What follows belongs to an exercise in optimizing a design on an open flow for a short achievable clock period and few clock cycles; a production flow would make more cautious choices. Power is estimated from default activity; no workload was simulated.

==> inputs of v23 <==
## rvCore
module rvCore (
    input  logic        clk,
    input  logic        rstN,
    output logic [31:0] imemAddr,
    input  logic [31:0] imemData,
    output logic        wbEn,
    output logic [4:0]  wbRd,
    output logic [31:0] wbData
);
Settings: LEC_CHECK=0, ABC_CLOCK_PERIOD_IN_PS=1000, CAP_MARGIN=20, CORE_MARGIN=2, CORE_UTILIZATION=33, PLACE_DENSITY=0.4, SETUP_SLACK_MARGIN=5, SLEW_MARGIN=20, SYNTH_HIERARCHICAL=1; clock period 8.5 ns.
run.sh (not shown) runs the stock make flow with config.mk's settings and CLKGATE_MAP_FILE= SYNTH_SCRIPT=/design/flow/synth_recipe.tcl, a recipe that flattens the netlist after the stock synthesis.
==> v6: changes against v23 <==
--- a/flow/design.v
+++ b/flow/design.v
@@ -1,57 +1,8 @@
 `timescale 1ns/1ps
-module fetchAdd9 (
-    input  logic [8:0]  pcLo,
-    input  logic [31:0] instr,
-    output logic [9:0]  sum
-);
-    logic [8:0] imm;
-    assign imm = (instr[6:0] == 7'b1101111) ? {instr[28:21], 1'b0}
-                                            : {instr[28:25], instr[11:8], 1'b0};
-    assign sum = {1'b0, pcLo} + {1'b0, imm};
-endmodule
-module fetchIncDec (
-    input  logic [22:0] hi,
-    output logic [22:0] hiP,
-    output logic [22:0] hiM
-);
-    assign hiP = hi + 23'd1;
-    assign hiM = hi - 23'd1;
-endmodule
-module fetchSel (
-    input  logic [31:0] instr,
-    input  logic [31:0] pc,
-    input  logic [31:0] pc4,
-    input  logic [22:0] hiP,
-    input  logic [22:0] hiM,
-    input  logic [9:0]  sum,
-    input  logic        ovSel,
-    input  logic [31:0] ovPc,
-    output logic        take,
-    output logic [31:0] pcNext
-);
-    logic        isJal, isBr, jalNear, bback, sgn;
-    logic [22:0] hiF;
-    assign isJal   = (instr[6:0] == 7'b1101111);
-    assign isBr    = (instr[6:0] == 7'b1100011);
-    assign jalNear = isJal && (instr[19:12] == {8{instr[31]}}) &&
-                     (instr[30:28] == {3{instr[31]}}) && (instr[20] == instr[31]);
-    assign bback   = isBr && instr[31] && instr[7] && (instr[30:28] == 3'b111);
-    assign take    = jalNear || bback;
-    assign sgn     = instr[31];
-    always_comb begin
-        case ({sgn, sum[9]})
-            2'b01:   hiF = hiP;
-            2'b10:   hiF = hiM;
-            default: hiF = pc[31:9];
-        endcase
-    end
-    assign pcNext = ovSel ? ovPc : take ? {hiF, sum[8:0]} : pc4;
-endmodule
-`timescale 1ns/1ps
 module rvCore (
     input  logic        clk,
     input  logic        rstN,
     output logic [31:0] imemAddr,
     input  logic [31:0] imemData,
     output logic        wbEn,
     output logic [4:0]  wbRd,
@@ -59,35 +10,51 @@
 );
     logic        stallD, jalBigD;
     logic        redirM, annul1M, annul2M, killEM, killDM, jalrM;
     logic        isJalrE;
     logic [31:0] jalTgtD, altM, jalrTgtM;
     logic [31:0] pcF, pcNext;
     assign imemAddr = pcF;
-    logic        takeF;
-    logic [9:0]  sumF;
-    logic [22:0] hiP, hiM;
-    logic [31:0] pcF4, ovPc;
-    logic        holdF, killF, ovSel;
+    logic        jalF, jalSmallF, bbackF, takeF;
+    logic [12:0] immBf, immJf;
+    logic [13:0] sumBf, sumJf;
+    logic [18:0] hi0, hiP, hiM, hiJ;
+    logic [31:0] tgtB, tgtJ, pcF4, seqNext;
+    assign jalF      = (imemData[6:0] == 7'b1101111);
+    assign jalSmallF = jalF && (imemData[19:12] == {8{imemData[31]}});
+    assign bbackF    = (imemData[6:0] == 7'b1100011) && imemData[31];
+    assign takeF     = jalSmallF || bbackF;
+    assign immBf = {imemData[31], imemData[7], imemData[30:25], imemData[11:8], 1'b0};
+    assign immJf = {imemData[12], imemData[20], imemData[30:21], 1'b0};
+    assign sumBf = {1'b0, pcF[12:0]} + {1'b0, immBf};
+    assign sumJf = {1'b0, pcF[12:0]} + {1'b0, immJf};
+    assign hi0 = pcF[31:13];
+    assign hiP = pcF[31:13] + 19'd1;
+    assign hiM = pcF[31:13] - 19'd1;
+    assign tgtB = {sumBf[13] ? hi0 : hiM, sumBf[12:0]};  
+    always_comb begin
+        case ({imemData[31], sumJf[13]})
+            2'b01:   hiJ = hiP;
+            2'b10:   hiJ = hiM;
+            default: hiJ = hi0;
+        endcase
+    end
+    assign tgtJ = {hiJ, sumJf[12:0]};
     assign pcF4 = pcF + 32'd4;
-    fetchAdd9 fAdd (.pcLo(pcF[8:0]), .instr(imemData), .sum(sumF));
-    fetchIncDec fInc (.hi(pcF[31:9]), .hiP(hiP), .hiM(hiM));
+    assign seqNext = jalSmallF ? tgtJ : bbackF ? tgtB : pcF4;
+    logic holdF, killF;
     assign holdF = (isJalrE && !killEM) || stallD;
     assign killF = redirM || jalrM || (isJalrE && !killEM) || jalBigD;
-    assign ovSel = redirM || jalrM || holdF || jalBigD;
     always_comb begin
-        if (redirM)       ovPc = altM;
-        else if (jalrM)   ovPc = jalrTgtM;
-        else if (holdF)   ovPc = pcF;
-        else              ovPc = jalTgtD;
-    end
-    fetchSel fSel (
-        .instr(imemData), .pc(pcF), .pc4(pcF4), .hiP(hiP), .hiM(hiM), .sum(sumF),
-        .ovSel(ovSel), .ovPc(ovPc), .take(takeF), .pcNext(pcNext)
-    );
+        if (redirM)       pcNext = altM;
+        else if (jalrM)   pcNext = jalrTgtM;
+        else if (holdF)   pcNext = pcF;
+        else if (jalBigD) pcNext = jalTgtD;
+        else              pcNext = seqNext;
+    end
     logic [31:0] instrD, pcD;
     logic        validD, predD;
     always_ff @(posedge clk or negedge rstN) begin
         if (!rstN) begin
             pcF    <= '0;
             validD <= 1'b0;
         end else begin
@@ -127,18 +94,16 @@
     assign writesD = (isLui | isAuipc | isJal | isJalr | isLd | isOpi | isOp) && (rdD != 5'd0);
     logic [31:0] immI, immS, immB, immU, immJ;
     assign immI = {{20{instrD[31]}}, instrD[31:20]};
     assign immS = {{20{instrD[31]}}, instrD[31:25], instrD[11:7]};
     assign immB = {{19{instrD[31]}}, instrD[31], instrD[7], instrD[30:25], instrD[11:8], 1'b0};
     assign immU = {instrD[31:12], 12'b0};
     assign immJ = {{11{instrD[31]}}, instrD[31], instrD[19:12], instrD[20], instrD[30:21], 1'b0};
-    logic backD;
-    assign backD   = isBr && instrD[31];
-    assign jalBigD = validD && (isJal || backD) && !predD && !killDM;
-    assign jalTgtD = pcD + (isJal ? immJ : immB);
+    assign jalBigD = validD && isJal && !predD && !killDM;
+    assign jalTgtD = pcD + immJ;
     logic [31:0] regs [1:31];
     logic [31:1] rvalid;
     logic [31:0] rv1D, rv2D;
     always_ff @(posedge clk or negedge rstN) begin
         if (!rstN) begin
             rvalid <= '0;
         end else if (wbEn) begin
@@ -228,22 +193,22 @@
             isJalrE <= goD && isJalr;
             isStE   <= goD && isSt;
         end
     end
     always_ff @(posedge clk) begin
         rdE     <= rdD;
         f3E     <= f3D;
-        predE   <= backD;               
-        plainE  <= !isJal && !backD;    
+        predE   <= predD;
+        plainE  <= !isJal && !predD;  
         skipE   <= skipD;
         rv1E    <= opAD;
         rv2E    <= opBD;
         immE    <= isSt ? immS[7:0] : immI[7:0];
         constE  <= isLui ? immU : isAuipc ? (pcD + immU) : (pcD + 32'd4);
-        altE    <= backD ? (pcD + 32'd4) : (pcD + immB);
+        altE    <= predD ? (pcD + 32'd4) : (pcD + immB);
         sAddE   <= selAdd | isLd | isSt;
         sSubE   <= selSub;
         sSllE   <= selSll;
         sSltE   <= selSlt;
         sSltuE  <= selSltu;
         sXorE   <= selXor;
         sSrlE   <= selSrl;
Settings changed: SYNTH_HIERARCHICAL 1 to unset.
==> v29: changes against v23 <==
--- a/flow/design.v
+++ b/flow/design.v
@@ -54,36 +54,41 @@
     output logic [31:0] imemAddr,
     input  logic [31:0] imemData,
     output logic        wbEn,
     output logic [4:0]  wbRd,
     output logic [31:0] wbData
 );
     logic        stallD, jalBigD;
-    logic        redirM, annul1M, annul2M, killEM, killDM, jalrM;
-    logic        isJalrE;
-    logic [31:0] jalTgtD, altM, jalrTgtM;
+    logic        redirM, annul1M, annul2M, killEM, killDM, jalrLive;
+    logic        isJalrE, redirectE, killDE;
+    logic [31:0] altE;
+    logic [31:0] jalTgtD, altM, jalrTgtE;
     logic [31:0] pcF, pcNext;
     assign imemAddr = pcF;
     logic        takeF;
     logic [9:0]  sumF;
     logic [22:0] hiP, hiM;
     logic [31:0] pcF4, ovPc;
     logic        holdF, killF, ovSel;
     assign pcF4 = pcF + 32'd4;
     fetchAdd9 fAdd (.pcLo(pcF[8:0]), .instr(imemData), .sum(sumF));
     fetchIncDec fInc (.hi(pcF[31:9]), .hiP(hiP), .hiM(hiM));
-    assign holdF = (isJalrE && !killEM) || stallD;
-    assign killF = redirM || jalrM || (isJalrE && !killEM) || jalBigD;
-    assign ovSel = redirM || jalrM || holdF || jalBigD;
+    assign holdF = stallD;
+    logic        farR, farLive;
+    logic [31:0] farTgtR;
+    assign farLive = farR && !killEM;
+    assign killF = redirM || jalrLive || jalBigD || redirectE || farLive;
+    assign ovSel = redirM || jalrLive || holdF || farLive || redirectE;
+    logic [31:0] ovPcEarly;
     always_comb begin
-        if (redirM)       ovPc = altM;
-        else if (jalrM)   ovPc = jalrTgtM;
-        else if (holdF)   ovPc = pcF;
-        else              ovPc = jalTgtD;
+        if (redirM)       ovPcEarly = altM;
+        else if (farLive) ovPcEarly = farTgtR;
+        else              ovPcEarly = pcF;
     end
+    assign ovPc = jalrLive ? jalrTgtE : redirectE ? altE : ovPcEarly;
     fetchSel fSel (
         .instr(imemData), .pc(pcF), .pc4(pcF4), .hiP(hiP), .hiM(hiM), .sum(sumF),
         .ovSel(ovSel), .ovPc(ovPc), .take(takeF), .pcNext(pcNext)
     );
     logic [31:0] instrD, pcD;
     logic        validD, predD;
     always_ff @(posedge clk or negedge rstN) begin
@@ -129,16 +134,21 @@
     assign immI = {{20{instrD[31]}}, instrD[31:20]};
     assign immS = {{20{instrD[31]}}, instrD[31:25], instrD[11:7]};
     assign immB = {{19{instrD[31]}}, instrD[31], instrD[7], instrD[30:25], instrD[11:8], 1'b0};
     assign immU = {instrD[31:12], 12'b0};
     assign immJ = {{11{instrD[31]}}, instrD[31], instrD[19:12], instrD[20], instrD[30:21], 1'b0};
     logic backD;
     assign backD   = isBr && instrD[31];
-    assign jalBigD = validD && (isJal || backD) && !predD && !killDM;
+    assign jalBigD = validD && (isJal || backD) && !predD && !stallD;
     assign jalTgtD = pcD + (isJal ? immJ : immB);
+    always_ff @(posedge clk or negedge rstN) begin
+        if (!rstN) farR <= 1'b0;
+        else       farR <= jalBigD && goD;
+    end
+    always_ff @(posedge clk) farTgtR <= jalTgtD;
     logic [31:0] regs [1:31];
     logic [31:1] rvalid;
     logic [31:0] rv1D, rv2D;
     always_ff @(posedge clk or negedge rstN) begin
         if (!rstN) begin
             rvalid <= '0;
         end else if (wbEn) begin
@@ -170,29 +180,31 @@
     assign bM    = useRs2 && wrM && (rdM == rs2D);
     assign bImmD = isOpi | isLd | isJalr;
     assign opAD  = aE ? resE : aM ? wbNext : rv1D;
     assign opBD  = bImmD ? immI : bE ? resE : bM ? wbNext : rv2D;
     logic        isBrE, isStE, predE, plainE;
     logic [1:0]  skipE;
     logic [2:0]  f3E;
-    logic [31:0] rv1E, rv2E, constE, altE;
+    logic [31:0] rv1E, rv2E, constE;
+    logic        isBrEqE, eqTypeD;
     logic [7:0]  immE;
     logic        selAdd, selSub, selSll, selSlt, selSltu, selXor, selSrl, selSra, selOr, selAnd, selConst;
     logic        sAddE, sSubE, sSllE, sSltE, sSltuE, sXorE, sSrlE, sSraE, sOrE, sAndE, sConstE;
     logic        goD;
     logic [1:0]  skipD;
     always_comb begin
         case (immB)
             32'd4:   skipD = 2'd1;
             32'd8:   skipD = 2'd2;
             32'd12:  skipD = 2'd3;
             default: skipD = 2'd0;
         endcase
     end
-    assign goD = validD && !stallD && !killDM && !(isJalrE && !killEM);
+    assign eqTypeD = (f3D[2:1] == 2'b00);  
+    assign goD = validD && !stallD && !killDM && !killDE && !jalrLive;
     always_comb begin
         selAdd = 1'b0; selSub = 1'b0; selSll = 1'b0; selSlt = 1'b0; selSltu = 1'b0;
         selXor = 1'b0; selSrl = 1'b0; selSra = 1'b0; selOr = 1'b0; selAnd = 1'b0;
         selConst = isLui | isAuipc | isJal | isJalr;
         if (isOp || isOpi) begin
             case (f3D)
                 3'b000: begin
@@ -214,21 +226,23 @@
     end
     always_ff @(posedge clk or negedge rstN) begin
         if (!rstN) begin
             validE  <= 1'b0;
             wrE     <= 1'b0;
             isLdE   <= 1'b0;
             isBrE   <= 1'b0;
+            isBrEqE <= 1'b0;
             isJalrE <= 1'b0;
             isStE   <= 1'b0;
         end else begin
             validE  <= goD;
             wrE     <= goD && writesD;
             isLdE   <= goD && isLd;
-            isBrE   <= goD && isBr && (skipD != 2'd1);  
+            isBrE   <= goD && isBr && !eqTypeD && (skipD != 2'd1);
+            isBrEqE <= goD && isBr && eqTypeD && (skipD != 2'd1);
             isJalrE <= goD && isJalr;
             isStE   <= goD && isSt;
         end
     end
     always_ff @(posedge clk) begin
         rdE     <= rdD;
         f3E     <= f3D;
@@ -283,14 +297,23 @@
             3'b001:  taken = !eq;
             3'b100:  taken = lt;
             3'b101:  taken = !lt;
             3'b110:  taken = ltu;
             default: taken = !ltu;
         endcase
     end
+    logic takenEq, brEqLive, annul1E, plainDnow;
+    assign takenEq   = eq ^ f3E[0];
+    assign brEqLive  = isBrEqE && !killEM;
+    assign plainDnow = !isJal && !backD;
+    assign annul1E   = brEqLive && !predE && takenEq && (skipE == 2'd2) && plainDnow;
+    assign redirectE = brEqLive && (takenEq != predE) && !annul1E;
+    assign killDE    = redirectE || annul1E;
+    assign jalrLive = isJalrE && !killEM;
+    assign jalrTgtE = {sum[31:1], 1'b0};
     logic [7:0]  addrLo;
     logic [63:0] wselE;
     logic [3:0]  benE;
     logic [31:0] wrDataE;
     assign addrLo = opA[7:0] + immE[7:0];
     always_comb begin
         wselE = '0;
@@ -323,35 +346,32 @@
     assign liveE = !killEM;
     always_ff @(posedge clk or negedge rstN) begin
         if (!rstN) begin
             validM  <= 1'b0;
             wrM     <= 1'b0;
             isLdM   <= 1'b0;
             benM    <= 4'b0000;
-            jalrM   <= 1'b0;
             misM    <= 1'b0;
             takFwdM <= 1'b0;
         end else begin
             validM  <= validE && liveE;
             wrM     <= wrE && liveE;
             isLdM   <= isLdE && liveE;
             benM    <= liveE ? benE : 4'b0000;
-            jalrM   <= isJalrE && liveE;
             misM    <= isBrE && liveE && predE && !taken;   
             takFwdM <= isBrE && liveE && !predE && taken;   
         end
     end
     always_ff @(posedge clk) begin
         rdM      <= rdE;
         f3M      <= f3E;
         resM     <= resE;
         wselM    <= wselE;
         offM     <= addrLo[1:0];
         wrDataM  <= wrDataE;
-        jalrTgtM <= {sum[31:1], 1'b0};
         altM     <= altE;
         skipM    <= skipE;
         plainEM  <= plainE;
     end
     logic plainNextM;
     assign plainNextM = plainE;    
     assign annul1M = takFwdM && (skipM == 2'd2) && plainNextM;
==> notes.md <==
The highest clock skew belongs to v23, the lowest to v29. In v23 the synthesized cell count is larger than in v29, by 1.8%. Critical path depth: v29 < v6 < v23. The highest area after synthesis belongs to v23, the lowest to v6. Final cell count: v29 is smaller than v23 (about 1.8%). Of v23 and v29, v23 has the higher via count (gap 1.2%, measured against v29).
==> figures <==
metric	v6	v29	v23
Post-cts repair resize count	1396	1360	1470
Pin count of the biggest net entering global routing	97	103	88
Final design instance area without fill	191000 um2	190000 um2	193000 um2
Combinational power	8.91 mW	10.1 mW	10.4 mW
Status	no timing/DRC/antenna violations	no timing/DRC/antenna violations	no timing/DRC/antenna violations
Via count of the first global-routing pass	102413	102951	105079
Period utilisation layout	0.496	0.491	0.509
Global Route met2 Usage	0.472	0.460	0.482
Filler cell count in the final layout	42762	42949	43126
Critical path required time	9.36 ns	9.34 ns	9.38 ns
Total routed wire length on the met1 layer	299 mm	323 mm	311 mm
Maximum clock frequency	0.237 GHz	0.239 GHz	0.231 GHz
Sequential-to-total area share from yosys stat	0.666	0.662	0.660
Function was not checked in any run of this note: the RTL went through the layout flow alone.

-- port drivers added, routing unchanged --
The results above use ideal ports. As a check the final layouts listed here were re-extracted and re-timed, cells and wires unchanged. Step 1: set_driving_cell puts a clkbuf_16 on clk and a buf_2 on each other input, an assumption about the parent block. Step 2 times the ports against the registers' clock, not the clock port: input delays grow and output delays shrink by t, the midpoint of the rising clock arrivals with the driver on. Slacks: no drivers / after step 1 / after step 2; pairs: no drivers / after step 1.
| run | shift t [ns] | setup WS [ns] | hold slack, ns |
|---|---|---|---|
| v23 | 1.148 | 4.176 / 4.176 / 3.328 | 0.324 / 0.324 / 0.324 |
| v6 | 1.104 | 4.281 / 4.360 / 3.256 | 0.325 / 0.325 / 0.325 |
| v29 | 1.119 | 4.323 / 4.323 / 3.765 | 0.323 / 0.323 / 0.323 |
After both steps every run listed still meets setup and hold. The setup slack of v6, which loses most, moves by +0.079 ns with the drivers and by -1.025 ns with both steps.
